Source: an optimization exercise on an open RTL-to-GDS flow (aim: small area). Production flows keep margins and buffers that such runs may drop.
No run shown here included a check of the RTL's function; only the layout flow was run.

## flow/config.mk

```make
export PLATFORM = sky130hd
export DESIGN_NAME = fft_peak_detect
export DESIGN_NICKNAME = fft_peak_detect
export VERILOG_FILES = /design/flow/design.v
export SDC_FILE = /design/flow/constraint.sdc
export NUM_CORES = 4
export LEC_CHECK = 0
export CAP_MARGIN = 0
export CORE_MARGIN = 2
export CORE_UTILIZATION = 65
export CTS_BUF_LIST = sky130_fd_sc_hd__clkbuf_8
export GPL_TIMING_DRIVEN = 0
export SLEW_MARGIN = 0
```

## flow/constraint.sdc

```tcl
create_clock -name core_clock -period 10.0 [get_ports {sys_clk}]
set_input_delay 2.0000 -clock core_clock [delete_from_list [all_inputs] [get_ports {sys_clk}]]
set_output_delay 2.0000 -clock core_clock [all_outputs]
set_load 0.01 [all_outputs]
```

## flow/design.v

```verilog
`default_nettype none
package fft_peak_detect_pkg;
  localparam int FPD_DATA_W = 16;
  localparam int FPD_IDX_W  = 10;
  typedef enum logic [1:0] {
    ST_IDLE   = 2'd0,
    ST_ACCUM  = 2'd1,
    ST_DRAIN  = 2'd2,
    ST_REPORT = 2'd3
  } fpd_state_e;
endpackage
`default_nettype wire
`default_nettype none
module fft_mag2_pipe
#(
  parameter int DATA_W = fft_peak_detect_pkg::FPD_DATA_W
) (
  input  logic [DATA_W-1:0]     in_re,
  input  logic [DATA_W-1:0]     in_im,
  output logic [2*DATA_W-1:0]   out_pow
);
  wire [15:0] a = in_re;
  wire [15:0] b = in_im;
  wire w0 = a[0] & a[1];
  wire w1 = a[0] & a[2];
  wire w2 = a[0] & a[3];
  wire w3 = a[0] & a[4];
  wire w4 = a[0] & a[5];
  wire w5 = a[0] & a[6];
  wire w6 = a[0] & a[7];
  wire w7 = a[0] & a[8];
  wire w8 = a[0] & a[9];
  wire w9 = a[0] & a[10];
  wire w10 = a[0] & a[11];
  wire w11 = a[0] & a[12];
  wire w12 = a[0] & a[13];
  wire w13 = a[0] & a[14];
  wire w14 = ~(a[15] & a[0]);
  wire w15 = a[1] & a[2];
  wire w16 = a[1] & a[3];
  wire w17 = a[1] & a[4];
  wire w18 = a[1] & a[5];
  wire w19 = a[1] & a[6];
  wire w20 = a[1] & a[7];
  wire w21 = a[1] & a[8];
  wire w22 = a[1] & a[9];
  wire w23 = a[1] & a[10];
  wire w24 = a[1] & a[11];
  wire w25 = a[1] & a[12];
  wire w26 = a[1] & a[13];
  wire w27 = a[1] & a[14];
  wire w28 = ~(a[15] & a[1]);
  wire w29 = a[2] & a[3];
  wire w30 = a[2] & a[4];
  wire w31 = a[2] & a[5];
  wire w32 = a[2] & a[6];
  wire w33 = a[2] & a[7];
  wire w34 = a[2] & a[8];
  wire w35 = a[2] & a[9];
  wire w36 = a[2] & a[10];
  wire w37 = a[2] & a[11];
  wire w38 = a[2] & a[12];
  wire w39 = a[2] & a[13];
  wire w40 = a[2] & a[14];
  wire w41 = ~(a[15] & a[2]);
  wire w42 = a[3] & a[4];
  wire w43 = a[3] & a[5];
  wire w44 = a[3] & a[6];
  wire w45 = a[3] & a[7];
  wire w46 = a[3] & a[8];
  wire w47 = a[3] & a[9];
  wire w48 = a[3] & a[10];
  wire w49 = a[3] & a[11];
  wire w50 = a[3] & a[12];
  wire w51 = a[3] & a[13];
  wire w52 = a[3] & a[14];
  wire w53 = ~(a[15] & a[3]);
  wire w54 = a[4] & a[5];
  wire w55 = a[4] & a[6];
  wire w56 = a[4] & a[7];
  wire w57 = a[4] & a[8];
  wire w58 = a[4] & a[9];
  wire w59 = a[4] & a[10];
  wire w60 = a[4] & a[11];
  wire w61 = a[4] & a[12];
  wire w62 = a[4] & a[13];
  wire w63 = a[4] & a[14];
  wire w64 = ~(a[15] & a[4]);
  wire w65 = a[5] & a[6];
  wire w66 = a[5] & a[7];
  wire w67 = a[5] & a[8];
  wire w68 = a[5] & a[9];
  wire w69 = a[5] & a[10];
  wire w70 = a[5] & a[11];
  wire w71 = a[5] & a[12];
  wire w72 = a[5] & a[13];
  wire w73 = a[5] & a[14];
  wire w74 = ~(a[15] & a[5]);
  wire w75 = a[6] & a[7];
  wire w76 = a[6] & a[8];
  wire w77 = a[6] & a[9];
  wire w78 = a[6] & a[10];
  wire w79 = a[6] & a[11];
  wire w80 = a[6] & a[12];
  wire w81 = a[6] & a[13];
  wire w82 = a[6] & a[14];
  wire w83 = ~(a[15] & a[6]);
  wire w84 = a[7] & a[8];
  wire w85 = a[7] & a[9];
  wire w86 = a[7] & a[10];
  wire w87 = a[7] & a[11];
  wire w88 = a[7] & a[12];
  wire w89 = a[7] & a[13];
  wire w90 = a[7] & a[14];
  wire w91 = ~(a[15] & a[7]);
  wire w92 = a[8] & a[9];
  wire w93 = a[8] & a[10];
  wire w94 = a[8] & a[11];
  wire w95 = a[8] & a[12];
  wire w96 = a[8] & a[13];
  wire w97 = a[8] & a[14];
  wire w98 = ~(a[15] & a[8]);
  wire w99 = a[9] & a[10];
  wire w100 = a[9] & a[11];
  wire w101 = a[9] & a[12];
  wire w102 = a[9] & a[13];
  wire w103 = a[9] & a[14];
  wire w104 = ~(a[15] & a[9]);
  wire w105 = a[10] & a[11];
  wire w106 = a[10] & a[12];
  wire w107 = a[10] & a[13];
  wire w108 = a[10] & a[14];
  wire w109 = ~(a[15] & a[10]);
  wire w110 = a[11] & a[12];
  wire w111 = a[11] & a[13];
  wire w112 = a[11] & a[14];
  wire w113 = ~(a[15] & a[11]);
  wire w114 = a[12] & a[13];
  wire w115 = a[12] & a[14];
  wire w116 = ~(a[15] & a[12]);
  wire w117 = a[13] & a[14];
  wire w118 = ~(a[15] & a[13]);
  wire w119 = ~(a[15] & a[14]);
  wire w120 = b[0] & b[1];
  wire w121 = b[0] & b[2];
  wire w122 = b[0] & b[3];
  wire w123 = b[0] & b[4];
  wire w124 = b[0] & b[5];
  wire w125 = b[0] & b[6];
  wire w126 = b[0] & b[7];
  wire w127 = b[0] & b[8];
  wire w128 = b[0] & b[9];
  wire w129 = b[0] & b[10];
  wire w130 = b[0] & b[11];
  wire w131 = b[0] & b[12];
  wire w132 = b[0] & b[13];
  wire w133 = b[0] & b[14];
  wire w134 = ~(b[15] & b[0]);
  wire w135 = b[1] & b[2];
  wire w136 = b[1] & b[3];
  wire w137 = b[1] & b[4];
  wire w138 = b[1] & b[5];
  wire w139 = b[1] & b[6];
  wire w140 = b[1] & b[7];
  wire w141 = b[1] & b[8];
  wire w142 = b[1] & b[9];
  wire w143 = b[1] & b[10];
  wire w144 = b[1] & b[11];
  wire w145 = b[1] & b[12];
  wire w146 = b[1] & b[13];
  wire w147 = b[1] & b[14];
  wire w148 = ~(b[15] & b[1]);
  wire w149 = b[2] & b[3];
  wire w150 = b[2] & b[4];
  wire w151 = b[2] & b[5];
  wire w152 = b[2] & b[6];
  wire w153 = b[2] & b[7];
  wire w154 = b[2] & b[8];
  wire w155 = b[2] & b[9];
  wire w156 = b[2] & b[10];
  wire w157 = b[2] & b[11];
  wire w158 = b[2] & b[12];
  wire w159 = b[2] & b[13];
  wire w160 = b[2] & b[14];
  wire w161 = ~(b[15] & b[2]);
  wire w162 = b[3] & b[4];
  wire w163 = b[3] & b[5];
  wire w164 = b[3] & b[6];
  wire w165 = b[3] & b[7];
  wire w166 = b[3] & b[8];
  wire w167 = b[3] & b[9];
  wire w168 = b[3] & b[10];
  wire w169 = b[3] & b[11];
  wire w170 = b[3] & b[12];
  wire w171 = b[3] & b[13];
  wire w172 = b[3] & b[14];
  wire w173 = ~(b[15] & b[3]);
  wire w174 = b[4] & b[5];
  wire w175 = b[4] & b[6];
  wire w176 = b[4] & b[7];
  wire w177 = b[4] & b[8];
  wire w178 = b[4] & b[9];
  wire w179 = b[4] & b[10];
  wire w180 = b[4] & b[11];
  wire w181 = b[4] & b[12];
  wire w182 = b[4] & b[13];
  wire w183 = b[4] & b[14];
  wire w184 = ~(b[15] & b[4]);
  wire w185 = b[5] & b[6];
  wire w186 = b[5] & b[7];
  wire w187 = b[5] & b[8];
  wire w188 = b[5] & b[9];
  wire w189 = b[5] & b[10];
  wire w190 = b[5] & b[11];
  wire w191 = b[5] & b[12];
  wire w192 = b[5] & b[13];
  wire w193 = b[5] & b[14];
  wire w194 = ~(b[15] & b[5]);
  wire w195 = b[6] & b[7];
  wire w196 = b[6] & b[8];
  wire w197 = b[6] & b[9];
  wire w198 = b[6] & b[10];
  wire w199 = b[6] & b[11];
  wire w200 = b[6] & b[12];
  wire w201 = b[6] & b[13];
  wire w202 = b[6] & b[14];
  wire w203 = ~(b[15] & b[6]);
  wire w204 = b[7] & b[8];
  wire w205 = b[7] & b[9];
  wire w206 = b[7] & b[10];
  wire w207 = b[7] & b[11];
  wire w208 = b[7] & b[12];
  wire w209 = b[7] & b[13];
  wire w210 = b[7] & b[14];
  wire w211 = ~(b[15] & b[7]);
  wire w212 = b[8] & b[9];
  wire w213 = b[8] & b[10];
  wire w214 = b[8] & b[11];
  wire w215 = b[8] & b[12];
  wire w216 = b[8] & b[13];
  wire w217 = b[8] & b[14];
  wire w218 = ~(b[15] & b[8]);
  wire w219 = b[9] & b[10];
  wire w220 = b[9] & b[11];
  wire w221 = b[9] & b[12];
  wire w222 = b[9] & b[13];
  wire w223 = b[9] & b[14];
  wire w224 = ~(b[15] & b[9]);
  wire w225 = b[10] & b[11];
  wire w226 = b[10] & b[12];
  wire w227 = b[10] & b[13];
  wire w228 = b[10] & b[14];
  wire w229 = ~(b[15] & b[10]);
  wire w230 = b[11] & b[12];
  wire w231 = b[11] & b[13];
  wire w232 = b[11] & b[14];
  wire w233 = ~(b[15] & b[11]);
  wire w234 = b[12] & b[13];
  wire w235 = b[12] & b[14];
  wire w236 = ~(b[15] & b[12]);
  wire w237 = b[13] & b[14];
  wire w238 = ~(b[15] & b[13]);
  wire w239 = ~(b[15] & b[14]);
  wire w240 = w10 ^ w23;
  wire w241 = w10 & w23;
  wire w242, w243;
  assign {w243, w242} = w12 + w25 + w37;
  wire w244 = w48 ^ w58;
  wire w245 = w48 & w58;
  wire w246, w247;
  assign {w247, w246} = w13 + w26 + w38;
  wire w248 = w49 ^ w59;
  wire w249 = w49 & w59;
  wire w250, w251;
  assign {w251, w250} = w14 + w27 + w39;
  wire w252, w253;
  assign {w253, w252} = w50 + w60 + w69;
  wire w254, w255;
  assign {w255, w254} = w77 + w84 + a[8];
  wire w256 = w134 ^ w147;
  wire w257 = w134 & w147;
  wire w258, w259;
  assign {w259, w258} = w28 + w40 + w51;
  wire w260, w261;
  assign {w261, w260} = w61 + w70 + w78;
  wire w262, w263;
  assign {w263, w262} = w85 + w148 + w160;
  wire w264, w265;
  assign {w265, w264} = w41 + w52 + w62;
  wire w266, w267;
  assign {w267, w266} = w71 + w79 + w86;
  wire w268, w269;
  assign {w269, w268} = w92 + a[9] + w161;
  wire w270, w271;
  assign {w271, w270} = w53 + w63 + w72;
  wire w272, w273;
  assign {w273, w272} = w64 + w73 + w81;
  wire w274 = w6 ^ w19;
  wire w275 = w6 & w19;
  wire w276, w277;
  assign {w277, w276} = w8 + w21 + w33;
  wire w278 = w44 ^ w54;
  wire w279 = w44 & w54;
  wire w280, w281;
  assign {w281, w280} = w9 + w22 + w34;
  wire w282 = w45 ^ w55;
  wire w283 = w45 & w55;
  wire w284, w285;
  assign {w285, w284} = w35 + w46 + w56;
  wire w286, w287;
  assign {w287, w286} = w65 + a[6] + w130;
  wire w288, w289;
  assign {w289, w288} = w143 + w155 + w166;
  wire w290, w291;
  assign {w291, w290} = w11 + w24 + w36;
  wire w292, w293;
  assign {w293, w292} = w47 + w57 + w66;
  wire w294, w295;
  assign {w295, w294} = w131 + w144 + w156;
  wire w296 = w167 ^ w177;
  wire w297 = w167 & w177;
  wire w298, w299;
  assign {w299, w298} = w67 + w75 + a[7];
  wire w300, w301;
  assign {w301, w300} = w132 + w145 + w157;
  wire w302, w303;
  assign {w303, w302} = w168 + w178 + w187;
  wire w304, w305;
  assign {w305, w304} = w195 + b[7] + w242;
  wire w306, w307;
  assign {w307, w306} = w68 + w76 + w133;
  wire w308, w309;
  assign {w309, w308} = w146 + w158 + w169;
  wire w310, w311;
  assign {w311, w310} = w179 + w188 + w196;
  wire w312, w313;
  assign {w313, w312} = w246 + w248 + w243;
  wire w314, w315;
  assign {w315, w314} = w159 + w170 + w180;
  wire w316, w317;
  assign {w317, w316} = w189 + w197 + w204;
  wire w318, w319;
  assign {w319, w318} = b[8] + w250 + w252;
  wire w320, w321;
  assign {w321, w320} = w254 + w256 + w247;
  wire w322, w323;
  assign {w323, w322} = w171 + w181 + w190;
  wire w324, w325;
  assign {w325, w324} = w198 + w205 + 1'b1;
  wire w326, w327;
  assign {w327, w326} = w258 + w260 + w262;
  wire w328, w329;
  assign {w329, w328} = w251 + w253 + w255;
  wire w330, w331;
  assign {w331, w330} = w172 + w182 + w191;
  wire w332, w333;
  assign {w333, w332} = w199 + w206 + w212;
  wire w334, w335;
  assign {w335, w334} = b[9] + w264 + w266;
  wire w336, w337;
  assign {w337, w336} = w268 + w259 + w261;
  wire w338, w339;
  assign {w339, w338} = w80 + w87 + w93;
  wire w340, w341;
  assign {w341, w340} = w173 + w183 + w192;
  wire w342, w343;
  assign {w343, w342} = w200 + w207 + w213;
  wire w344, w345;
  assign {w345, w344} = w270 + w265 + w267;
  wire w346, w347;
  assign {w347, w346} = w88 + w94 + w99;
  wire w348, w349;
  assign {w349, w348} = a[10] + w184 + w193;
  wire w350, w351;
  assign {w351, w350} = w201 + w208 + w214;
  wire w352, w353;
  assign {w353, w352} = w219 + b[10] + w272;
  wire w354, w355;
  assign {w355, w354} = w74 + w82 + w89;
  wire w356, w357;
  assign {w357, w356} = w95 + w100 + w194;
  wire w358, w359;
  assign {w359, w358} = w202 + w209 + w215;
  wire w360, w361;
  assign {w361, w360} = w83 + w90 + w96;
  wire w362, w363;
  assign {w363, w362} = w101 + w105 + a[11];
  wire w364, w365;
  assign {w365, w364} = w203 + w210 + w216;
  wire w366, w367;
  assign {w367, w366} = w91 + w97 + w102;
  wire w368, w369;
  assign {w369, w368} = w98 + w103 + w107;
  wire w370, w371;
  assign {w371, w370} = w4 + w17 + w29;
  wire w372 = w5 ^ w18;
  wire w373 = w5 & w18;
  wire w374, w375;
  assign {w375, w374} = w31 + w42 + a[4];
  wire w376, w377;
  assign {w377, w376} = w126 + w139 + w151;
  wire w378, w379;
  assign {w379, w378} = w7 + w20 + w32;
  wire w380, w381;
  assign {w381, w380} = w43 + w127 + w140;
  wire w382 = w152 ^ w163;
  wire w383 = w152 & w163;
  wire w384, w385;
  assign {w385, w384} = a[5] + w128 + w141;
  wire w386, w387;
  assign {w387, w386} = w153 + w164 + w174;
  wire w388, w389;
  assign {w389, w388} = b[5] + w276 + w278;
  wire w390, w391;
  assign {w391, w390} = w129 + w142 + w154;
  wire w392, w393;
  assign {w393, w392} = w165 + w175 + w280;
  wire w394, w395;
  assign {w395, w394} = w282 + w277 + w279;
  wire w396, w397;
  assign {w397, w396} = w176 + w185 + b[6];
  wire w398, w399;
  assign {w399, w398} = w240 + w284 + w286;
  wire w400, w401;
  assign {w401, w400} = w288 + w281 + w283;
  wire w402, w403;
  assign {w403, w402} = w186 + w241 + w290;
  wire w404, w405;
  assign {w405, w404} = w292 + w294 + w296;
  wire w406, w407;
  assign {w407, w406} = w285 + w287 + w289;
  wire w408, w409;
  assign {w409, w408} = w244 + w298 + w300;
  wire w410, w411;
  assign {w411, w410} = w302 + w304 + w291;
  wire w412, w413;
  assign {w413, w412} = w293 + w295 + w297;
  wire w414, w415;
  assign {w415, w414} = w245 + w306 + w308;
  wire w416, w417;
  assign {w417, w416} = w310 + w312 + w299;
  wire w418, w419;
  assign {w419, w418} = w301 + w303 + w305;
  wire w420, w421;
  assign {w421, w420} = w249 + w314 + w316;
  wire w422, w423;
  assign {w423, w422} = w318 + w320 + w307;
  wire w424, w425;
  assign {w425, w424} = w309 + w311 + w313;
  wire w426, w427;
  assign {w427, w426} = w257 + w322 + w324;
  wire w428, w429;
  assign {w429, w428} = w326 + w328 + w315;
  wire w430, w431;
  assign {w431, w430} = w317 + w319 + w321;
  wire w432, w433;
  assign {w433, w432} = w263 + w330 + w332;
  wire w434, w435;
  assign {w435, w434} = w334 + w336 + w323;
  wire w436, w437;
  assign {w437, w436} = w325 + w327 + w329;
  wire w438, w439;
  assign {w439, w438} = w269 + w338 + w340;
  wire w440, w441;
  assign {w441, w440} = w342 + w344 + w331;
  wire w442, w443;
  assign {w443, w442} = w333 + w335 + w337;
  wire w444, w445;
  assign {w445, w444} = w271 + w346 + w348;
  wire w446, w447;
  assign {w447, w446} = w350 + w352 + w339;
  wire w448, w449;
  assign {w449, w448} = w341 + w343 + w345;
  wire w450, w451;
  assign {w451, w450} = w220 + w273 + w354;
  wire w452, w453;
  assign {w453, w452} = w356 + w358 + w347;
  wire w454, w455;
  assign {w455, w454} = w349 + w351 + w353;
  wire w456, w457;
  assign {w457, w456} = w221 + w225 + b[11];
  wire w458, w459;
  assign {w459, w458} = w360 + w362 + w364;
  wire w460, w461;
  assign {w461, w460} = w355 + w357 + w359;
  wire w462, w463;
  assign {w463, w462} = w106 + w211 + w217;
  wire w464, w465;
  assign {w465, w464} = w222 + w226 + w366;
  wire w466, w467;
  assign {w467, w466} = w361 + w363 + w365;
  wire w468, w469;
  assign {w469, w468} = w110 + a[12] + w218;
  wire w470, w471;
  assign {w471, w470} = w223 + w227 + w230;
  wire w472, w473;
  assign {w473, w472} = b[12] + w368 + w367;
  wire w474, w475;
  assign {w475, w474} = w104 + w108 + w111;
  wire w476, w477;
  assign {w477, w476} = w224 + w228 + w231;
  wire w478, w479;
  assign {w479, w478} = w109 + w112 + w114;
  wire w480, w481;
  assign {w481, w480} = a[13] + w229 + w232;
  wire w482, w483;
  assign {w483, w482} = w2 + w15 + a[2];
  wire w484 = w3 ^ w16;
  wire w485 = w3 & w16;
  wire w486, w487;
  assign {w487, w486} = a[3] + w124 + w137;
  wire w488 = w149 ^ b[3];
  wire w489 = w149 & b[3];
  wire w490, w491;
  assign {w491, w490} = w30 + w125 + w138;
  wire w492, w493;
  assign {w493, w492} = w150 + w372 + w371;
  wire w494, w495;
  assign {w495, w494} = w162 + b[4] + w274;
  wire w496, w497;
  assign {w497, w496} = w374 + w376 + w373;
  wire w498, w499;
  assign {w499, w498} = w275 + w378 + w380;
  wire w500, w501;
  assign {w501, w500} = w382 + w375 + w377;
  wire w502, w503;
  assign {w503, w502} = w384 + w386 + w388;
  wire w504, w505;
  assign {w505, w504} = w379 + w381 + w383;
  wire w506, w507;
  assign {w507, w506} = w390 + w392 + w394;
  wire w508, w509;
  assign {w509, w508} = w385 + w387 + w389;
  wire w510, w511;
  assign {w511, w510} = w396 + w398 + w400;
  wire w512, w513;
  assign {w513, w512} = w391 + w393 + w395;
  wire w514, w515;
  assign {w515, w514} = w402 + w404 + w406;
  wire w516, w517;
  assign {w517, w516} = w397 + w399 + w401;
  wire w518, w519;
  assign {w519, w518} = w408 + w410 + w412;
  wire w520, w521;
  assign {w521, w520} = w403 + w405 + w407;
  wire w522, w523;
  assign {w523, w522} = w414 + w416 + w418;
  wire w524, w525;
  assign {w525, w524} = w409 + w411 + w413;
  wire w526, w527;
  assign {w527, w526} = w420 + w422 + w424;
  wire w528, w529;
  assign {w529, w528} = w415 + w417 + w419;
  wire w530, w531;
  assign {w531, w530} = w426 + w428 + w430;
  wire w532, w533;
  assign {w533, w532} = w421 + w423 + w425;
  wire w534, w535;
  assign {w535, w534} = w432 + w434 + w436;
  wire w536, w537;
  assign {w537, w536} = w427 + w429 + w431;
  wire w538, w539;
  assign {w539, w538} = w438 + w440 + w442;
  wire w540, w541;
  assign {w541, w540} = w433 + w435 + w437;
  wire w542, w543;
  assign {w543, w542} = w444 + w446 + w448;
  wire w544, w545;
  assign {w545, w544} = w439 + w441 + w443;
  wire w546, w547;
  assign {w547, w546} = w450 + w452 + w454;
  wire w548, w549;
  assign {w549, w548} = w445 + w447 + w449;
  wire w550, w551;
  assign {w551, w550} = w456 + w458 + w460;
  wire w552, w553;
  assign {w553, w552} = w451 + w453 + w455;
  wire w554, w555;
  assign {w555, w554} = w462 + w464 + w466;
  wire w556, w557;
  assign {w557, w556} = w457 + w459 + w461;
  wire w558, w559;
  assign {w559, w558} = w468 + w470 + w472;
  wire w560, w561;
  assign {w561, w560} = w463 + w465 + w467;
  wire w562, w563;
  assign {w563, w562} = w369 + w474 + w476;
  wire w564, w565;
  assign {w565, w564} = w469 + w471 + w473;
  wire w566, w567;
  assign {w567, w566} = w234 + b[13] + w478;
  wire w568, w569;
  assign {w569, w568} = w480 + w475 + w477;
  wire w570, w571;
  assign {w571, w570} = w113 + w115 + w233;
  wire w572, w573;
  assign {w573, w572} = w235 + w479 + w481;
  wire w574, w575;
  assign {w575, w574} = w116 + w117 + a[14];
  wire w576, w577;
  assign {w577, w576} = w236 + w237 + b[14];
  wire w578 = w0 ^ a[1];
  wire w579 = w0 & a[1];
  wire w580 = w122 ^ w135;
  wire w581 = w122 & w135;
  wire w582, w583;
  assign {w583, w582} = w123 + w136 + w484;
  wire w584, w585;
  assign {w585, w584} = w370 + w486 + w488;
  wire w586, w587;
  assign {w587, w586} = w490 + w492 + w487;
  wire w588, w589;
  assign {w589, w588} = w494 + w496 + w491;
  wire w590, w591;
  assign {w591, w590} = w498 + w500 + w495;
  wire w592, w593;
  assign {w593, w592} = w502 + w504 + w499;
  wire w594, w595;
  assign {w595, w594} = w506 + w508 + w503;
  wire w596, w597;
  assign {w597, w596} = w510 + w512 + w507;
  wire w598, w599;
  assign {w599, w598} = w514 + w516 + w511;
  wire w600, w601;
  assign {w601, w600} = w518 + w520 + w515;
  wire w602, w603;
  assign {w603, w602} = w522 + w524 + w519;
  wire w604, w605;
  assign {w605, w604} = w526 + w528 + w523;
  wire w606, w607;
  assign {w607, w606} = w530 + w532 + w527;
  wire w608, w609;
  assign {w609, w608} = w534 + w536 + w531;
  wire w610, w611;
  assign {w611, w610} = w538 + w540 + w535;
  wire w612, w613;
  assign {w613, w612} = w542 + w544 + w539;
  wire w614, w615;
  assign {w615, w614} = w546 + w548 + w543;
  wire w616, w617;
  assign {w617, w616} = w550 + w552 + w547;
  wire w618, w619;
  assign {w619, w618} = w554 + w556 + w551;
  wire w620, w621;
  assign {w621, w620} = w558 + w560 + w555;
  wire w622, w623;
  assign {w623, w622} = w562 + w564 + w559;
  wire w624, w625;
  assign {w625, w624} = w566 + w568 + w563;
  wire w626, w627;
  assign {w627, w626} = w570 + w572 + w567;
  wire w628, w629;
  assign {w629, w628} = w574 + w576 + w571;
  wire w630, w631;
  assign {w631, w630} = w118 + w238 + w575;
  wire w632, w633;
  assign {w633, w632} = w119 + a[15] + w239;
  wire w634 = w120 ^ b[1];
  wire w635 = w120 & b[1];
  wire w636, w637;
  assign {w637, w636} = w1 + w121 + w579;
  wire w638, w639;
  assign {w639, w638} = b[2] + w482 + w580;
  wire w640, w641;
  assign {w641, w640} = w483 + w582 + w581;
  wire w642, w643;
  assign {w643, w642} = w485 + w584 + w583;
  wire w644, w645;
  assign {w645, w644} = w489 + w586 + w585;
  wire w646, w647;
  assign {w647, w646} = w493 + w588 + w587;
  wire w648, w649;
  assign {w649, w648} = w497 + w590 + w589;
  wire w650, w651;
  assign {w651, w650} = w501 + w592 + w591;
  wire w652, w653;
  assign {w653, w652} = w505 + w594 + w593;
  wire w654, w655;
  assign {w655, w654} = w509 + w596 + w595;
  wire w656, w657;
  assign {w657, w656} = w513 + w598 + w597;
  wire w658, w659;
  assign {w659, w658} = w517 + w600 + w599;
  wire w660, w661;
  assign {w661, w660} = w521 + w602 + w601;
  wire w662, w663;
  assign {w663, w662} = w525 + w604 + w603;
  wire w664, w665;
  assign {w665, w664} = w529 + w606 + w605;
  wire w666, w667;
  assign {w667, w666} = w533 + w608 + w607;
  wire w668, w669;
  assign {w669, w668} = w537 + w610 + w609;
  wire w670, w671;
  assign {w671, w670} = w541 + w612 + w611;
  wire w672, w673;
  assign {w673, w672} = w545 + w614 + w613;
  wire w674, w675;
  assign {w675, w674} = w549 + w616 + w615;
  wire w676, w677;
  assign {w677, w676} = w553 + w618 + w617;
  wire w678, w679;
  assign {w679, w678} = w557 + w620 + w619;
  wire w680, w681;
  assign {w681, w680} = w561 + w622 + w621;
  wire w682, w683;
  assign {w683, w682} = w565 + w624 + w623;
  wire w684, w685;
  assign {w685, w684} = w569 + w626 + w625;
  wire w686, w687;
  assign {w687, w686} = w573 + w628 + w627;
  wire w688, w689;
  assign {w689, w688} = w577 + w630 + w629;
  wire w690, w691;
  assign {w691, w690} = b[15] + w632 + w631;
  wire [31:0] ra = {w633, w690, w688, w686, w684, w682, w680, w678, w676, w674, w672, w670, w668, w666, w664, w662, w660, w658, w656, w654, w652, w650, w648, w646, w644, w642, w640, w638, w636, w578, 1'b0, a[0]};
  wire [31:0] rb = {w691, w689, w687, w685, w683, w681, w679, w677, w675, w673, w671, w669, w667, w665, w663, w661, w659, w657, w655, w653, w651, w649, w647, w645, w643, w641, w639, w637, w635, w634, 1'b0, b[0]};
  wire w692 = ra[0] & rb[0];
  wire w693 = ra[1] & rb[1];
  wire w694 = ra[2] & rb[2];
  wire w695 = ra[3] & rb[3];
  wire w696 = ra[4] & rb[4];
  wire w697 = ra[5] & rb[5];
  wire w698 = ra[6] & rb[6];
  wire w699 = ra[7] & rb[7];
  wire w700 = ra[8] & rb[8];
  wire w701 = ra[9] & rb[9];
  wire w702 = ra[10] & rb[10];
  wire w703 = ra[11] & rb[11];
  wire w704 = ra[12] & rb[12];
  wire w705 = ra[13] & rb[13];
  wire w706 = ra[14] & rb[14];
  wire w707 = ra[15] & rb[15];
  wire w708 = ra[16] & rb[16];
  wire w709 = ra[17] & rb[17];
  wire w710 = ra[18] & rb[18];
  wire w711 = ra[19] & rb[19];
  wire w712 = ra[20] & rb[20];
  wire w713 = ra[21] & rb[21];
  wire w714 = ra[22] & rb[22];
  wire w715 = ra[23] & rb[23];
  wire w716 = ra[24] & rb[24];
  wire w717 = ra[25] & rb[25];
  wire w718 = ra[26] & rb[26];
  wire w719 = ra[27] & rb[27];
  wire w720 = ra[28] & rb[28];
  wire w721 = ra[29] & rb[29];
  wire w722 = ra[30] & rb[30];
  wire w723 = ra[31] & rb[31];
  wire w724 = ra[0] ^ rb[0];
  wire w725 = ra[1] ^ rb[1];
  wire w726 = ra[2] ^ rb[2];
  wire w727 = ra[3] ^ rb[3];
  wire w728 = ra[4] ^ rb[4];
  wire w729 = ra[5] ^ rb[5];
  wire w730 = ra[6] ^ rb[6];
  wire w731 = ra[7] ^ rb[7];
  wire w732 = ra[8] ^ rb[8];
  wire w733 = ra[9] ^ rb[9];
  wire w734 = ra[10] ^ rb[10];
  wire w735 = ra[11] ^ rb[11];
  wire w736 = ra[12] ^ rb[12];
  wire w737 = ra[13] ^ rb[13];
  wire w738 = ra[14] ^ rb[14];
  wire w739 = ra[15] ^ rb[15];
  wire w740 = ra[16] ^ rb[16];
  wire w741 = ra[17] ^ rb[17];
  wire w742 = ra[18] ^ rb[18];
  wire w743 = ra[19] ^ rb[19];
  wire w744 = ra[20] ^ rb[20];
  wire w745 = ra[21] ^ rb[21];
  wire w746 = ra[22] ^ rb[22];
  wire w747 = ra[23] ^ rb[23];
  wire w748 = ra[24] ^ rb[24];
  wire w749 = ra[25] ^ rb[25];
  wire w750 = ra[26] ^ rb[26];
  wire w751 = ra[27] ^ rb[27];
  wire w752 = ra[28] ^ rb[28];
  wire w753 = ra[29] ^ rb[29];
  wire w754 = ra[30] ^ rb[30];
  wire w755 = ra[31] ^ rb[31];
  wire w756 = w693 | (w725 & w692);
  wire w757 = w725 & w724;
  wire w758 = w695 | (w727 & w694);
  wire w759 = w727 & w726;
  wire w760 = w697 | (w729 & w696);
  wire w761 = w729 & w728;
  wire w762 = w699 | (w731 & w698);
  wire w763 = w731 & w730;
  wire w764 = w701 | (w733 & w700);
  wire w765 = w733 & w732;
  wire w766 = w703 | (w735 & w702);
  wire w767 = w735 & w734;
  wire w768 = w705 | (w737 & w704);
  wire w769 = w737 & w736;
  wire w770 = w707 | (w739 & w706);
  wire w771 = w739 & w738;
  wire w772 = w709 | (w741 & w708);
  wire w773 = w741 & w740;
  wire w774 = w711 | (w743 & w710);
  wire w775 = w743 & w742;
  wire w776 = w713 | (w745 & w712);
  wire w777 = w745 & w744;
  wire w778 = w715 | (w747 & w714);
  wire w779 = w747 & w746;
  wire w780 = w717 | (w749 & w716);
  wire w781 = w749 & w748;
  wire w782 = w719 | (w751 & w718);
  wire w783 = w751 & w750;
  wire w784 = w721 | (w753 & w720);
  wire w785 = w753 & w752;
  wire w786 = w723 | (w755 & w722);
  wire w787 = w755 & w754;
  wire w788 = w758 | (w759 & w756);
  wire w789 = w759 & w757;
  wire w790 = w762 | (w763 & w760);
  wire w791 = w763 & w761;
  wire w792 = w766 | (w767 & w764);
  wire w793 = w767 & w765;
  wire w794 = w770 | (w771 & w768);
  wire w795 = w771 & w769;
  wire w796 = w774 | (w775 & w772);
  wire w797 = w775 & w773;
  wire w798 = w778 | (w779 & w776);
  wire w799 = w779 & w777;
  wire w800 = w782 | (w783 & w780);
  wire w801 = w783 & w781;
  wire w802 = w786 | (w787 & w784);
  wire w803 = w787 & w785;
  wire w804 = w790 | (w791 & w788);
  wire w805 = w791 & w789;
  wire w806 = w794 | (w795 & w792);
  wire w807 = w795 & w793;
  wire w808 = w798 | (w799 & w796);
  wire w809 = w799 & w797;
  wire w810 = w802 | (w803 & w800);
  wire w811 = w803 & w801;
  wire w812 = w806 | (w807 & w804);
  wire w813 = w807 & w805;
  wire w814 = w810 | (w811 & w808);
  wire w815 = w811 & w809;
  wire w816 = w814 | (w815 & w812);
  wire w817 = w815 & w813;
  wire w818 = w808 | (w809 & w812);
  wire w819 = w809 & w813;
  wire w820 = w792 | (w793 & w804);
  wire w821 = w793 & w805;
  wire w822 = w796 | (w797 & w812);
  wire w823 = w797 & w813;
  wire w824 = w800 | (w801 & w818);
  wire w825 = w801 & w819;
  wire w826 = w760 | (w761 & w788);
  wire w827 = w761 & w789;
  wire w828 = w764 | (w765 & w804);
  wire w829 = w765 & w805;
  wire w830 = w768 | (w769 & w820);
  wire w831 = w769 & w821;
  wire w832 = w772 | (w773 & w812);
  wire w833 = w773 & w813;
  wire w834 = w776 | (w777 & w822);
  wire w835 = w777 & w823;
  wire w836 = w780 | (w781 & w818);
  wire w837 = w781 & w819;
  wire w838 = w784 | (w785 & w824);
  wire w839 = w785 & w825;
  wire w840 = w694 | (w726 & w756);
  wire w841 = w726 & w757;
  wire w842 = w696 | (w728 & w788);
  wire w843 = w728 & w789;
  wire w844 = w698 | (w730 & w826);
  wire w845 = w730 & w827;
  wire w846 = w700 | (w732 & w804);
  wire w847 = w732 & w805;
  wire w848 = w702 | (w734 & w828);
  wire w849 = w734 & w829;
  wire w850 = w704 | (w736 & w820);
  wire w851 = w736 & w821;
  wire w852 = w706 | (w738 & w830);
  wire w853 = w738 & w831;
  wire w854 = w708 | (w740 & w812);
  wire w855 = w740 & w813;
  wire w856 = w710 | (w742 & w832);
  wire w857 = w742 & w833;
  wire w858 = w712 | (w744 & w822);
  wire w859 = w744 & w823;
  wire w860 = w714 | (w746 & w834);
  wire w861 = w746 & w835;
  wire w862 = w716 | (w748 & w818);
  wire w863 = w748 & w819;
  wire w864 = w718 | (w750 & w836);
  wire w865 = w750 & w837;
  wire w866 = w720 | (w752 & w824);
  wire w867 = w752 & w825;
  wire w868 = w722 | (w754 & w838);
  wire w869 = w754 & w839;
  wire w870 = w725 ^ w692;
  wire w871 = w726 ^ w756;
  wire w872 = w727 ^ w840;
  wire w873 = w728 ^ w788;
  wire w874 = w729 ^ w842;
  wire w875 = w730 ^ w826;
  wire w876 = w731 ^ w844;
  wire w877 = w732 ^ w804;
  wire w878 = w733 ^ w846;
  wire w879 = w734 ^ w828;
  wire w880 = w735 ^ w848;
  wire w881 = w736 ^ w820;
  wire w882 = w737 ^ w850;
  wire w883 = w738 ^ w830;
  wire w884 = w739 ^ w852;
  wire w885 = w740 ^ w812;
  wire w886 = w741 ^ w854;
  wire w887 = w742 ^ w832;
  wire w888 = w743 ^ w856;
  wire w889 = w744 ^ w822;
  wire w890 = w745 ^ w858;
  wire w891 = w746 ^ w834;
  wire w892 = w747 ^ w860;
  wire w893 = w748 ^ w818;
  wire w894 = w749 ^ w862;
  wire w895 = w750 ^ w836;
  wire w896 = w751 ^ w864;
  wire w897 = w752 ^ w824;
  wire w898 = w753 ^ w866;
  wire w899 = w754 ^ w838;
  wire w900 = w755 ^ w868;
  assign out_pow = {w900, w899, w898, w897, w896, w895, w894, w893, w892, w891, w890, w889, w888, w887, w886, w885, w884, w883, w882, w881, w880, w879, w878, w877, w876, w875, w874, w873, w872, w871, w870, w724};
endmodule
`default_nettype wire
`default_nettype none
module fft_peak_detect
#(
  parameter int DATA_W = fft_peak_detect_pkg::FPD_DATA_W,
  parameter int FFT_N  = 1024,
  parameter int IDX_W  = fft_peak_detect_pkg::FPD_IDX_W
) (
  input  logic                sys_clk,
  input  logic                sys_rst,
  input  logic [DATA_W-1:0]   s_re,
  input  logic [DATA_W-1:0]   s_im,
  input  logic                s_valid,
  input  logic                s_last,
  output logic                s_ready,
  output logic [IDX_W-1:0]    peak_idx,
  output logic [2*DATA_W-1:0] peak_pow,
  output logic                peak_valid,
  output logic                frame_err,
  output logic                busy
);
  localparam int PW = 2 * DATA_W;
  logic             en_q, post_q, bad_q;
  logic [IDX_W-1:0] cnt_q, run_idx_q, peak_idx_q;
  logic [PW-1:0]    run_pow_q, peak_pow_q;
  logic             w_accept, w_at_end, w_last, w_elig, w_first, w_hit, w_load;
  logic [PW-1:0]    w_pow;
  logic             w_gt;
  assign w_accept = s_valid & s_ready;
  assign w_at_end = &cnt_q;
  assign w_last   = w_accept & (s_last | w_at_end);
  assign w_elig   = ~cnt_q[IDX_W-1] & (|cnt_q);
  assign w_first  = (cnt_q == IDX_W'(1));
  fft_mag2_pipe #(.DATA_W(DATA_W)) u_mag2 (
    .in_re   (s_re),
    .in_im   (s_im),
    .out_pow (w_pow)
  );
  fft_peak_cmp #(.W(PW)) u_cmp (.a(w_pow), .b(run_pow_q), .gt(w_gt), .lt());
  assign w_hit  = w_accept & w_elig & (w_first | w_gt);
  assign w_load = post_q & (cnt_q == IDX_W'(FFT_N - 2)) & ~bad_q;
  always_ff @(posedge sys_clk) begin
    if (w_hit) begin
      run_pow_q <= w_pow;
      run_idx_q <= w_first ? IDX_W'(|{s_re, s_im}) : cnt_q;
    end
    if (!post_q) bad_q <= ~(s_last & w_at_end);
  end
  always_ff @(posedge sys_clk or negedge sys_rst) begin
    if (!sys_rst) begin
      en_q       <= 1'b0;
      post_q     <= 1'b0;
      cnt_q      <= '0;
      peak_idx_q <= '0;
      peak_pow_q <= '0;
    end else begin
      en_q <= 1'b1;
      if (w_last) begin
        post_q <= 1'b1;
        cnt_q  <= IDX_W'(FFT_N - 4);
      end else if (post_q | w_accept) begin
        cnt_q <= cnt_q + IDX_W'(1);
        if (w_at_end) post_q <= 1'b0;
      end
      if (w_load) begin
        peak_idx_q <= run_idx_q;
        peak_pow_q <= run_pow_q;
      end
    end
  end
  assign s_ready    = en_q & ~post_q;
  assign busy       = post_q | (|cnt_q);
  assign peak_valid = post_q & w_at_end & ~bad_q;
  assign frame_err  = post_q & w_at_end & bad_q;
  assign peak_idx   = peak_idx_q;
  assign peak_pow   = peak_pow_q;
endmodule
module fft_peak_cmp
#(
  parameter int W = 32
) (
  input  logic [W-1:0] a,
  input  logic [W-1:0] b,
  output logic         gt,
  output logic         lt
);
  if (W == 1) begin : g_leaf
    assign gt = a[0] & ~b[0];
    assign lt = b[0] & ~a[0];
  end else begin : g_node
    localparam int H = W / 2;
    logic gt_hi, lt_hi, gt_lo, lt_lo;
    fft_peak_cmp #(.W(W - H)) u_hi (.a(a[W-1:H]), .b(b[W-1:H]), .gt(gt_hi), .lt(lt_hi));
    fft_peak_cmp #(.W(H))     u_lo (.a(a[H-1:0]), .b(b[H-1:0]), .gt(gt_lo), .lt(lt_lo));
    assign gt = gt_hi | (~lt_hi & gt_lo);
    assign lt = lt_hi | (~gt_hi & lt_lo);
  end
endmodule
`default_nettype wire
```

## flow/flow/run.sh

```bash
#!/bin/bash
# Standard synthesis, then a netlist clean-up (flow/faflip.py: full adders
# flipped to cancel inverters, single-load inverters folded into their
# driver), then the standard layout from floorplan on, with plain buf_1
# port buffers.
set -euo pipefail
RES=orfs/results/sky130hd/fft_peak_detect/base
bash standard.sh synth > synth.log 2>&1
cp $RES/1_2_yosys.v yosys_std.v
python3 flow/faflip.py yosys_std.v $RES/1_2_yosys.v > faflip.log 2>&1
rm -f $RES/1_synth.odb
export PRE_GLOBAL_PLACE_TCL="$PWD/flow/ports.tcl"
bash standard.sh > layout.log 2>&1
```

## flow/flow/faflip.py

```python
#!/usr/bin/env python3
"""Netlist clean-up after synthesis: flips full adders (FA is self-dual,
FA(~a,~b,~c) = ~FA(a,b,c)) to cancel inverters around them, then folds
single-load inverters into the gate that drives them.

usage: faflip.py IN.v OUT.v
"""
import re, sys

PRE = 'sky130_fd_sc_hd__'
src = open(sys.argv[1]).read()

m = re.search(r'^module\s+(\w+)\s*\((.*?)\);', src, re.S | re.M)
ports = set(p.strip() for p in m.group(2).split(','))
inst_re = re.compile(r'^(\s*)(' + PRE + r'\w+)\s+(\S+)\s*\((.*?)\);\n', re.S | re.M)
pin_re = re.compile(r'\.(\w+)\(([^()]*)\)')

cells = {}   # name -> [type, {pin: net}]
order = []
first = None
for mm in inst_re.finditer(src):
    if first is None:
        first = mm.start()
    t, n, body = mm.group(2), mm.group(3), mm.group(4)
    pins = {p: v.strip() for p, v in pin_re.findall(body)}
    cells[n] = [t[len(PRE):], pins]
    order.append(n)
last = list(inst_re.finditer(src))[-1].end()
head, tail = src[:first], src[last:]
assert 'assign' not in tail and 'assign' not in head, 'assign statements not handled'

OUT = {'X', 'Y', 'Q', 'Q_N', 'SUM', 'COUT', 'HI', 'LO'}


def is_port_net(net):
    return net.split('[')[0].strip() in ports


def build():
    drv, loads = {}, {}
    for n, (t, pins) in cells.items():
        for p, v in pins.items():
            if p in OUT:
                drv[v] = (n, p)
            else:
                loads.setdefault(v, []).append((n, p))
    return drv, loads


cnt = [0]
newnets = []


def newnet():
    cnt[0] += 1
    nn = '_ff%d_' % cnt[0]
    newnets.append(nn)
    return nn


def new_inv(a, y):
    cnt[0] += 1
    nm = '_ffi%d_' % cnt[0]
    cells[nm] = ['inv_1', {'A': a, 'Y': y}]
    return nm


def is_inv(n):
    return n in cells and cells[n][0] in ('inv_1', 'clkinv_1')


def cleanup():
    """Remove inverters without loads, and bypass inverter pairs."""
    changed = True
    while changed:
        changed = False
        drv, loads = build()
        for n in list(cells):
            if n not in cells or not is_inv(n):
                continue
            y = cells[n][1]['Y']
            if not loads.get(y) and not is_port_net(y):
                del cells[n]
                changed = True
                continue
            a = cells[n][1]['A']
            d = drv.get(a)
            # inv -> inv: loads of the second may use the first's input.
            if d and is_inv(d[0]) and not is_port_net(y):
                orig = cells[d[0]][1]['A']
                for (ln, lp) in loads.get(y, []):
                    cells[ln][1][lp] = orig
                del cells[n]
                changed = True
                drv, loads = build()


def ninv():
    return sum(1 for n in cells if is_inv(n))


COMP = {'and2_1': 'nand2_1', 'nand2_1': 'and2_1', 'or2_1': 'nor2_1', 'nor2_1': 'or2_1',
        'xor2_1': 'xnor2_1', 'xnor2_1': 'xor2_1', 'and3_1': 'nand3_1', 'nand3_1': 'and3_1',
        'or3_1': 'nor3_1', 'nor3_1': 'or3_1', 'and4_1': 'nand4_1', 'nand4_1': 'and4_1',
        'or4_1': 'nor4_1', 'nor4_1': 'or4_1', 'inv_1': None}


def outpin(t):
    return 'X' if t.startswith(('and', 'or', 'xor', 'buf', 'clkbuf')) else 'Y'


def flip(f):
    drv, loads = build()
    t, pins = cells[f]
    for p in ('A', 'B', 'CIN'):
        v = pins[p]
        d = drv.get(v)
        if d and is_inv(d[0]):
            pins[p] = cells[d[0]][1]['A']
        elif (d and COMP.get(cells[d[0]][0]) and len(loads.get(v, [])) == 1
              and not is_port_net(v)):
            g = cells[d[0]]
            del g[1][outpin(g[0])]
            g[0] = COMP[g[0]]
            g[1][outpin(g[0])] = v
        else:
            # reuse an inverter of this net if there is one
            inv = [ln for (ln, lp) in loads.get(v, []) if is_inv(ln)]
            if inv:
                pins[p] = cells[inv[0]][1]['Y']
            else:
                nn = newnet()
                new_inv(v, nn)
                pins[p] = nn
    for p in ('SUM', 'COUT'):
        o = pins[p]
        on = newnet()
        pins[p] = on
        rest = []
        for (ln, lp) in loads.get(o, []):
            if is_inv(ln) and not is_port_net(cells[ln][1]['Y']):
                y = cells[ln][1]['Y']
                _, l2 = drv, loads
                for (mn, mp) in loads.get(y, []):
                    cells[mn][1][mp] = on
                del cells[ln]
            else:
                rest.append((ln, lp))
        if rest or is_port_net(o):
            new_inv(on, o)


import copy, random


def ha_fix():
    """HA(~x, ~y) = (x ^ y, ~(x | y)): xor2 + nor2, the same area, two inverters gone."""
    n_fixed = 0
    drv, loads = build()
    for n in list(cells):
        if n not in cells or cells[n][0] != 'ha_1':
            continue
        pins = cells[n][1]
        da, db = drv.get(pins['A']), drv.get(pins['B'])
        if not (da and db and is_inv(da[0]) and is_inv(db[0])):
            continue
        x, y = cells[da[0]][1]['A'], cells[db[0]][1]['A']
        del cells[n]
        cnt[0] += 1
        if 'SUM' in pins:
            cells['_ffx%d_' % cnt[0]] = ['xor2_1', {'A': x, 'B': y, 'X': pins['SUM']}]
        if 'COUT' in pins:
            cells['_ffn%d_' % cnt[0]] = ['nor2_1', {'A': x, 'B': y, 'Y': pins['COUT']}]
        n_fixed += 1
        drv, loads = build()
    cleanup()
    return n_fixed


AREA = {}
_cur = None
for _line in open('/OpenROAD-flow-scripts/flow/platforms/sky130hd/lib/sky130_fd_sc_hd__tt_025C_1v80.lib'):
    _m = re.match(r'\s*cell\s*\(\s*"?(\w+)"?\s*\)', _line)
    if _m:
        _cur = _m.group(1)
    _m = re.match(r'\s*area\s*:\s*([\d.]+)', _line)
    if _m and _cur:
        AREA[_cur[len(PRE):]] = float(_m.group(1))
        _cur = None


def cost():
    return sum(AREA[t] for t, _ in cells.values()) - 3.75 * free_invs()


def free_invs():
    """Inverters, not counting those that only feed half adders whose both
    inputs are inverted (ha_fix removes them)."""
    drv, loads = build()
    k = 0
    for n in cells:
        if not is_inv(n):
            continue
        ls = loads.get(cells[n][1]['Y'], [])
        free = bool(ls) and not is_port_net(cells[n][1]['Y'])
        for (ln, lp) in ls:
            if cells[ln][0] != 'ha_1':
                free = False
                break
            other = cells[ln][1]['B' if lp == 'A' else 'A']
            d = drv.get(other)
            if not (d and is_inv(d[0])):
                free = False
                break
        if free:
            k += 1
    return k


# Drop synthesis buffers between cells (placement repairs what needs it).
nbuf = 0
drv, loads = build()
for n in list(cells):
    t, pins = cells[n]
    if not (t.startswith('buf_') or t.startswith('clkbuf_')):
        continue
    a, x = pins['A'], pins['X']
    if is_port_net(x):
        continue
    for (ln, lp) in loads.get(x, []):
        cells[ln][1][lp] = a
    del cells[n]
    nbuf += 1
    drv, loads = build()
print('buffers removed:', nbuf, file=sys.stderr)
cleanup()
base = cost()
print('inverters at start:', ninv(), 'area', base, file=sys.stderr)
random.seed(1)
fas = [n for n in cells if cells[n][0] == 'fa_1']


def components():
    """Two-colour the full adders: an inverter between two adders asks for
    different colours. Returns [(members, colour)] per connected group."""
    drv, loads = build()
    adj = {f: [] for f in fas}
    for f in fas:
        for p in ('A', 'B', 'CIN'):
            v = cells[f][1][p]
            k = 0
            d = drv.get(v)
            while d and is_inv(d[0]):
                k += 1
                d = drv.get(cells[d[0]][1]['A'])
            if d and cells[d[0]][0] == 'fa_1':
                adj[f].append((d[0], k & 1))
                adj[d[0]].append((f, k & 1))
    col, comps = {}, []
    for f in fas:
        if f in col:
            continue
        col[f] = 0
        q, mem = [f], [f]
        while q:
            u = q.pop()
            for (w, par) in adj[u]:
                if w not in col:
                    col[w] = col[u] ^ par
                    q.append(w)
                    mem.append(w)
        comps.append(mem)
    return comps, col


comps, col = components()
print('adder groups:', len(comps), [len(c) for c in comps][:10], file=sys.stderr)
for mem in comps:
    results = []
    for want in (0, 1):
        save = copy.deepcopy(cells)
        for f in mem:
            if col[f] == want:
                flip(f)
                cleanup()
        results.append((cost(), want))
        cells.clear()
        cells.update(save)
    k, want = min(results)
    if k < base:
        for f in mem:
            if col[f] == want:
                flip(f)
                cleanup()
        base = cost()
print('after colouring:', ninv(), base, file=sys.stderr)
best = copy.deepcopy(cells)
best_k = base
for rnd in range(6):
    random.shuffle(fas)
    for f in fas:
        save = copy.deepcopy(cells)
        flip(f)
        cleanup()
        k = cost()
        # accept ties in the first rounds to leave local minima
        if k < base or (k == base and rnd < 3):
            base = k
        else:
            cells.clear()
            cells.update(save)
        if base < best_k:
            best_k = base
            best = copy.deepcopy(cells)
    print('round', rnd, 'inverters', ninv(), 'area', base, file=sys.stderr)
cells.clear()
cells.update(best)
print('inverters after flips:', ninv(), file=sys.stderr)
print('half adders on two inverted inputs rebuilt:', ha_fix(), 'inverters', ninv(), file=sys.stderr)

drv, loads = build()
for n in list(cells):
    t, pins = cells[n]
    if t != 'ha_1':
        continue
    if not loads.get(pins.get('SUM')) and not is_port_net(pins.get('SUM', '')):
        cells[n] = ['and2_1', {'A': pins['A'], 'B': pins['B'], 'X': pins['COUT']}]
    elif not loads.get(pins.get('COUT')) and not is_port_net(pins.get('COUT', '')):
        cells[n] = ['xor2_1', {'A': pins['A'], 'B': pins['B'], 'X': pins['SUM']}]

# Fold a single-load inverter into the simple gate that drives it.
folded = 0
drv, loads = build()
for n in list(cells):
    if n not in cells or not is_inv(n):
        continue
    a = cells[n][1]['A']
    d = drv.get(a)
    if not d or d[0] not in cells or is_port_net(a) or len(loads.get(a, [])) != 1:
        continue
    g = cells[d[0]]
    if g[0] not in COMP or COMP[g[0]] is None:
        continue
    outp = 'Y' if 'Y' in g[1] else 'X'
    newt = COMP[g[0]]
    newout = 'Y' if newt.startswith('n') or newt.startswith('xn') else 'X'
    if newt.startswith('xnor'):
        newout = 'Y'
    if newt.startswith('xor'):
        newout = 'X'
    y = cells[n][1]['Y']
    del g[1][outp]
    g[1][newout] = y
    g[0] = newt
    del cells[n]
    folded += 1
    drv, loads = build()
print('folded into gates:', folded, 'inverters left:', ninv(), file=sys.stderr)

# Write out.
used = set()
for t, pins in cells.values():
    used.update(pins.values())
decl = ''.join('  wire %s;\n' % w for w in newnets if w in used)
body = []
for n in order + [k for k in cells if k not in order]:
    if n not in cells:
        continue
    t, pins = cells[n]
    body.append('  %s%s %s (\n%s\n  );\n' % (PRE, t, n, ',\n'.join('    .%s(%s%s)' % (p, v, ' ' if v.startswith('\\') else '') for p, v in pins.items())))
open(sys.argv[2], 'w').write(head.rstrip(' ') + decl + ''.join(body) + tail)
```

## flow/flow/ports.tcl

```tcl
# Port buffers: inputs get sky130_fd_sc_hd__buf_2 (they fan out to many gates),
# outputs the smallest plain buffer.
rename buffer_ports my_orig_buffer_ports
proc buffer_ports {args} {
  my_orig_buffer_ports -inputs -buffer_cell sky130_fd_sc_hd__buf_2
  my_orig_buffer_ports -outputs -buffer_cell sky130_fd_sc_hd__buf_1
}
```

## flow/standard.sh

```bash
#!/bin/bash
# synth_recipe.tcl (not shown) runs the flow's synth.tcl, then flattens the netlist and writes it again
# the make line also repeats each setting of config.mk as NAME=value (left out here)
make -C /OpenROAD-flow-scripts/flow DESIGN_CONFIG=/design/flow/config.mk WORK_HOME=/design/flow/orfs CLKGATE_MAP_FILE= SYNTH_SCRIPT=/design/flow/synth_recipe.tcl "${@:-finish}"
```

==> impl_metrics.env, run 1 <==
export IMPL_status="no timing/DRC/antenna violations"
export IMPL_fin_crit_sh_pct=97.61
export IMPL_antenna_found_initial=0
export IMPL_drcViolationCount=0
export IMPL_fin_cells=1332
export IMPL_skew_ns=0.01160
export IMPL_worst_pin_slew_ns=1.324
export IMPL_n_antenna_cell=0
export IMPL_die_y_microns=134.2
export IMPL_synthCells=1000
export IMPL_timing_fmax_ghz=0.1024
export IMPL_hold_depth=1
export IMPL_place_inst=1303
export IMPL_num_io_pins=82
export IMPL_met2_length_mm=13.15
export IMPL_layout_nets=1383
export IMPL_nFillCells=1205
export IMPL_hp_start="run_idx_q[8]"
export IMPL_drt_iter0_markers=501
export IMPL_dr_wl_met3_mm=2.065
export IMPL_clkTransAtPathRegs_ns=0.10
export IMPL_viasPerCell=5.917
export IMPL_ctsRootBufferMaster="clkbuf_8"
export IMPL_crit_cells=26
export IMPL_grt_max_degree=55
export IMPL_numCtsBuffers=9
export IMPL_cp_startpoint="s_re[6]"
export IMPL_maxCapViolations=0
export IMPL_dr_pass1_iters=4
export IMPL_grt_overflow=0
export IMPL_cp_top_family="adder cells"
export IMPL_cts_max_path_buffers=2
export IMPL_start_util_pct=66.48
export IMPL_reg2regPathDepth=7
export IMPL_cts_tree="yes"
export IMPL_grtUsageTotal_pct=31.99
export IMPL_fin_crit_ns=9.761
export IMPL_cp_common_cell="fa_1"
export IMPL_grt_first_pass_wirelength_mm=43.99
export IMPL_hpwl_mm=19.10
export IMPL_timing_rr_start="run_pow_q[8]"
export IMPL_gp_congestion=0.8770
export IMPL_worstSetupStartpointType="primary input"
export IMPL_fp_row_count=47
export IMPL_cp_slowest_stage_delay_ns=0.59
export IMPL_ant_nets=0
export IMPL_die_area_sq_um=18020
export IMPL_hold_viol=0
export IMPL_drt_total_wl_mm=26.56
export IMPL_port_buffers=81
export IMPL_yosysWarnings=1
export IMPL_area_growth_pct=10.20
export IMPL_maxSlewViolCount=0
export IMPL_syn_avg_cell_area_sq_um=11.02
export IMPL_die_w_microns=134.2
export IMPL_crit_type="primary input to flop"
export IMPL_crit_path_end_kind="flop"
export IMPL_syn_num_nets=1276
export IMPL_cp_required_ns=10.05
export IMPL_post_route_util_pct=73.26
export IMPL_crit_slowest_cell="fa_1"
export IMPL_path_buf_inv=4
export IMPL_fp_coreArea_sq_um=16580
export IMPL_cts_htree_levels=3
export IMPL_wl_per_cell_microns=19.94
export IMPL_dr_max_layer_used="met4"
export IMPL_tns_ns=0
export IMPL_layout_drive_gt1_share_pct=10.79
export IMPL_rsz0062_at_grt="yes"
export IMPL_slew_limit_headroom_pct=10.77
export IMPL_grt_pass1_vias=8685
export IMPL_arrival_ns=9.81
export IMPL_hold_path_class="flop to flop"
export IMPL_via_count=7881
export IMPL_clock_sinks=97
export IMPL_crit_fanout=14
export IMPL_clk_latency_ns=0.37
export IMPL_setup_viol=0
export IMPL_ctsHoldBuffers=0
export IMPL_met1_length_mm=10.44
export IMPL_synthesis_area_sq_um=11020
==> layer usage <==
layer / track usage [%] / up-vias
li1: - / 3458
met1: 42.19 / 4040
met2: 52.89 / 317
met3: 7.823 / 66
met4: 10.35 / 0
met5: 0.5556 / -
==> worst paths after layout <==
kind,endpoint,slack (ns)
max in group asynchronous,peak_pow_q[28],7.86
min,peak_idx_q[8],0.48
min in group asynchronous,peak_idx_q[7],1.66
min reg2reg,peak_idx_q[8],0.48
max reg2reg,run_idx_q[1],6.73
max,run_pow_q[29],0.24
==> flip-flops by register name, indices dropped and copies added, names as in the netlist <==
register    count
run_idx_q      10
peak_pow_q     32
en_q            1
cnt_q          10
peak_idx_q     10
post_q          1
bad_q           1
run_pow_q      32
==> stage by stage <==
stage	area [sq um]	setup WS, ns	hold WS, ns
finish	12150	0.2387	0.4821
global route	12150	-0.01769	0.4995
global placement	11670	-0.7207	0.4605
floorplan	11040	0.3745	0.4539
CTS	11980	0.04157	0.4826
detailed placement	11720	-0.8801	0.4641
==> layout make-up <==
class,instances,area (sq um),area share (%)
well taps,220,275.3,2.266
clock buffers,10,137.6,1.133
repair buffers,92,496.7,4.089
inverters,92,349.1,2.873
clock inverters,6,75.07,0.6179
flip-flops and latches,97,2643,21.75
multi-input cells,815,8173,67.27
==> layout by cell type (no fill, tap or decap), types with 3 or more instances in the layout <==
| cell type | count |
|---|---|
| fa_1 | 225 |
| nand2_1 | 215 |
| inv_1 | 91 |
| dfrtp_1 | 54 |
| and2_1 | 51 |
| buf_1 | 46 |
| nor2_1 | 43 |
| edfxtp_1 | 43 |
| mux2_2 | 42 |
| xor2_1 | 38 |
| buf_2 | 31 |
| a21oi_1 | 22 |
| o21ai_0 | 19 |
| ha_1 | 15 |
| a21o_1 | 14 |
| maj3_1 | 13 |
| or2_1 | 12 |
| xnor2_1 | 10 |
| clkbuf_8 | 10 |
| buf_4 | 10 |
| nor2b_1 | 9 |
| nor4_1 | 9 |
| nand3_1 | 8 |
| nor3_1 | 7 |
| nand4_1 | 5 |
| and3_1 | 5 |
| maj3_2 | 5 |
| nand2b_1 | 4 |
| and4_1 | 3 |
| o21a_1 | 3 |
| a211oi_1 | 3 |
| o31ai_1 | 3 |
| o22ai_1 | 3 |
| o2bb2ai_4 | 3 |
==> what timing repair did <==
action / CTS / global route
pin swaps: 1 / 6
setup buffers: 0 / 9
setup endpoints to repair: 42 / 42
gates resized for setup: 5 / 5
cloned: 1 / 3
==> run 2, diff against run 1 <==
--- a/flow/config.mk
+++ b/flow/config.mk
@@ -7,7 +7,6 @@
 export LEC_CHECK = 0
 export CAP_MARGIN = 0
 export CORE_MARGIN = 2
-export CORE_UTILIZATION = 65
+export CORE_UTILIZATION = 80
 export CTS_BUF_LIST = sky130_fd_sc_hd__clkbuf_8
-export GPL_TIMING_DRIVEN = 0
 export SLEW_MARGIN = 0
==> impl_metrics.env, run 2 <==
export IMPL_timing_fmax_ghz=0.1030
export IMPL_fp_coreArea_sq_um=13350
export IMPL_grt_first_pass_wirelength_mm=50.54
export IMPL_cp_required_ns=10.08
export IMPL_syn_avg_cell_area_sq_um=11.02
export IMPL_final_setup_worst_slack_ns=0.2945
export IMPL_hold_depth=1
export IMPL_numCtsBuffers=9
export IMPL_dr_pass1_iters=7
export IMPL_drt_total_wl_mm=31.17
export IMPL_fin_crit_ns=9.706
export IMPL_grtUsageTotal_pct=46.45
export IMPL_rr_endpoint="run_idx_q[5]"
export IMPL_worst_pin_slew_ns=1.209
export IMPL_pre_cts_slack_ns=-0.07891
export IMPL_slew_limit_headroom_pct=18.32
export IMPL_drcViolationCount=0
export IMPL_maxSlewViolCount=0
export IMPL_reg2reg_setup_slack_ns=6.60
export IMPL_worstSetupStartpointType="primary input"
export IMPL_status="no timing/DRC/antenna violations"
export IMPL_grt_max_degree=55
export IMPL_tns_ns=0
export IMPL_hp_start="run_idx_q[9]"
export IMPL_place_inst=1288
export IMPL_worst_hold_path_endpoint="peak_idx_q[9]"
export IMPL_skew_ns=0.01663
export IMPL_cp_cell_sequence="buf_2 -> and2_1 -> fa_1 -> fa_1 -> fa_1 -> fa_1 -> fa_1 -> fa_1 -> xor2_2 -> a21o_1 -> a21o_1 -> a21o_1 -> a221oi_1 -> o32a_1 -> nand2_1 -> a21o_1 -> fa_1 -> nand2b_1 -> maj3_2 -> maj3_2 -> maj3_2 -> a2111oi_4 -> o2bb2ai_4 -> buf_12"
export IMPL_crit_slowest_cell="fa_1"
export IMPL_start_util_pct=82.59
export IMPL_maxCapViolations=0
export IMPL_fin_cells=1304
export IMPL_rsz0062_at_grt="no"
export IMPL_cp_common_cell="fa_1"
export IMPL_die_w_microns=121.4
export IMPL_area_growth_pct=10.19
export IMPL_port_buffers=81
export IMPL_met2_length_mm=15.54
export IMPL_n_antenna_cell=0
export IMPL_synthCells=1000
export IMPL_clkTransAtPathRegs_ns=0.10
export IMPL_via_count=8812
export IMPL_die_area_sq_um=14740
export IMPL_reg_top3="peak_pow_q (32), run_pow_q (32)"
export IMPL_hpwl_mm=22.68
export IMPL_post_route_util_pct=91.01
export IMPL_ant_nets=0
export IMPL_clock_sinks=97
export IMPL_yosysWarnings=1
export IMPL_hold_path_class="flop to flop"
export IMPL_crit_type="primary input to flop"
export IMPL_num_io_pins=82
export IMPL_grt_pass1_vias=9650
export IMPL_timing_rr_start="run_pow_q[8]"
export IMPL_nFillCells=548
export IMPL_cts_max_path_buffers=2
export IMPL_antenna_found_initial=0
export IMPL_hold_viol=0
export IMPL_crit_path_end_kind="flop"
export IMPL_syn_num_nets=1276
export IMPL_wl_per_cell_microns=23.91
export IMPL_dr_wl_met3_mm=3.361
export IMPL_most_common_layout_cells="fa_1 (225), nand2_1 (215), inv_1 (92)"
export IMPL_cts_tree="yes"
export IMPL_arrival_ns=9.79
export IMPL_setup_viol=0
export IMPL_layout_drive_gt1_share_pct=11.88
export IMPL_clk_latency_ns=0.39
export IMPL_crit_fanout=30
export IMPL_drt_iter0_markers=1071
export IMPL_layout_nets=1399
export IMPL_multi_input_area_sq_um=8082
export IMPL_cp_slowest_stage_delay_ns=0.58
export IMPL_layout_commonest_cell="fa_1"
export IMPL_met1_length_mm=9.938
export IMPL_synthesis_area_sq_um=11020
export IMPL_seqCellArea_sq_um=2643
export IMPL_gp_congestion=1.005
export IMPL_dr_max_layer_used="met4"
export IMPL_grt_overflow=0
export IMPL_ctsRootBufferMaster="clkbuf_8"
export IMPL_cts_htree_levels=3
export IMPL_fin_crit_sh_pct=97.06
export IMPL_reg2regPathDepth=7
export IMPL_viasPerCell=6.758
export IMPL_fp_row_count=42
export IMPL_die_y_microns=121.4
## run 2: cell type report
type | instances | share of cell area, %
Clock inverter | 7 | 1.164
Tap cell | 176 | 1.813
Sequential cell | 97 | 21.75
Clock buffer | 9 | 1.020
Multi-Input combinational cell | 811 | 66.53
Timing Repair Buffer | 112 | 4.882
Inverter | 92 | 2.843
## run 2: worst max-delay path by stage
stage                     startpoint            to  slack (ns)  cells after the start
after floorplan             s_re[10]  run_idx_q[0]        0.37                     23
after global placement      s_re[10]  run_pow_q[1]        0.23                     25
after detailed placement     s_re[1]  run_pow_q[1]       -0.08                     24
after CTS                    s_re[1]  run_pow_q[3]        0.27                     24
after global routing         s_re[2]  run_pow_q[3]        0.04                     24
final                        s_re[1]  run_idx_q[5]        0.29                     24
## run 2: metal layers
layer,GRT usage (%),vias to the layer above
li1,-,3477
met1,56.79,4367
met2,76.65,751
met3,11.14,217
met4,26.08,0
met5,0,-
## run 2: stage by stage
step | instance area, sq um | hold slack (ns)
2_1_floorplan | 11040 | 0.4539
3_3_place_gp | 11860 | 0.4560
3_5_place_dp | 11860 | 0.4620
4_1_cts | 12130 | 0.5011
5_1_grt | 12150 | 0.5122
6_report | 12150 | 0.4996
## run 2: repair_timing
| action | 4_1_cts | 5_1_grt |
|---|---|---|
| buffers inserted | 0 | 0 |
| hold buffers | 0 | 0 |
| endpoints found under the setup margin | 0 | 40 |
| gates resized for setup | 0 | 3 |
## run 2: critical path, delay by kind of cell
kind | cells | cell delay, ns
adders and majority gates | 10 | 4.56
AOI/OAI and AO/OA | 8 | 2.02
buffers and inverters | 2 | 0.54
and+or+nand+nor | 3 | 0.37
xor gates and xnor gates | 1 | 0.24

==> re-timing with driven ports <==
How much do the figures lean on ideal ports? The routed layouts below were timed once more, with nothing changed but the port constraints. Step 1 assumes that a clkbuf_16 drives the clock port and a buf_2 every other input. Step 2 moves the port delays by t, midway between the first and last clock arrival at a register: inputs arrive t later, outputs are due t later. That takes back most of the time a late clock gives input paths. Three values: ideal ports, drivers, drivers and shift; two values: the first two.
| run | shift t [ns] | setup WS [ns] | worst setup path after step 2 | worst register clock-pin slew, ns | pins driven straight from the clock port |
|---|---|---|---|---|---|
| run 1 | 0.396 | 0.239 / 0.243 / -0.153 | input to register | 0.10 / 0.10 | 1 |
| run 2 | 0.410 | 0.294 / 0.306 / -0.104 | input to register | 0.10 / 0.10 | 1 |
Met with ideal ports but missed after step 2: setup timing in run 1 and run 2. For run 2, which loses most, drivers alone change the setup slack by +0.012 ns; drivers and shift together by -0.398 ns.
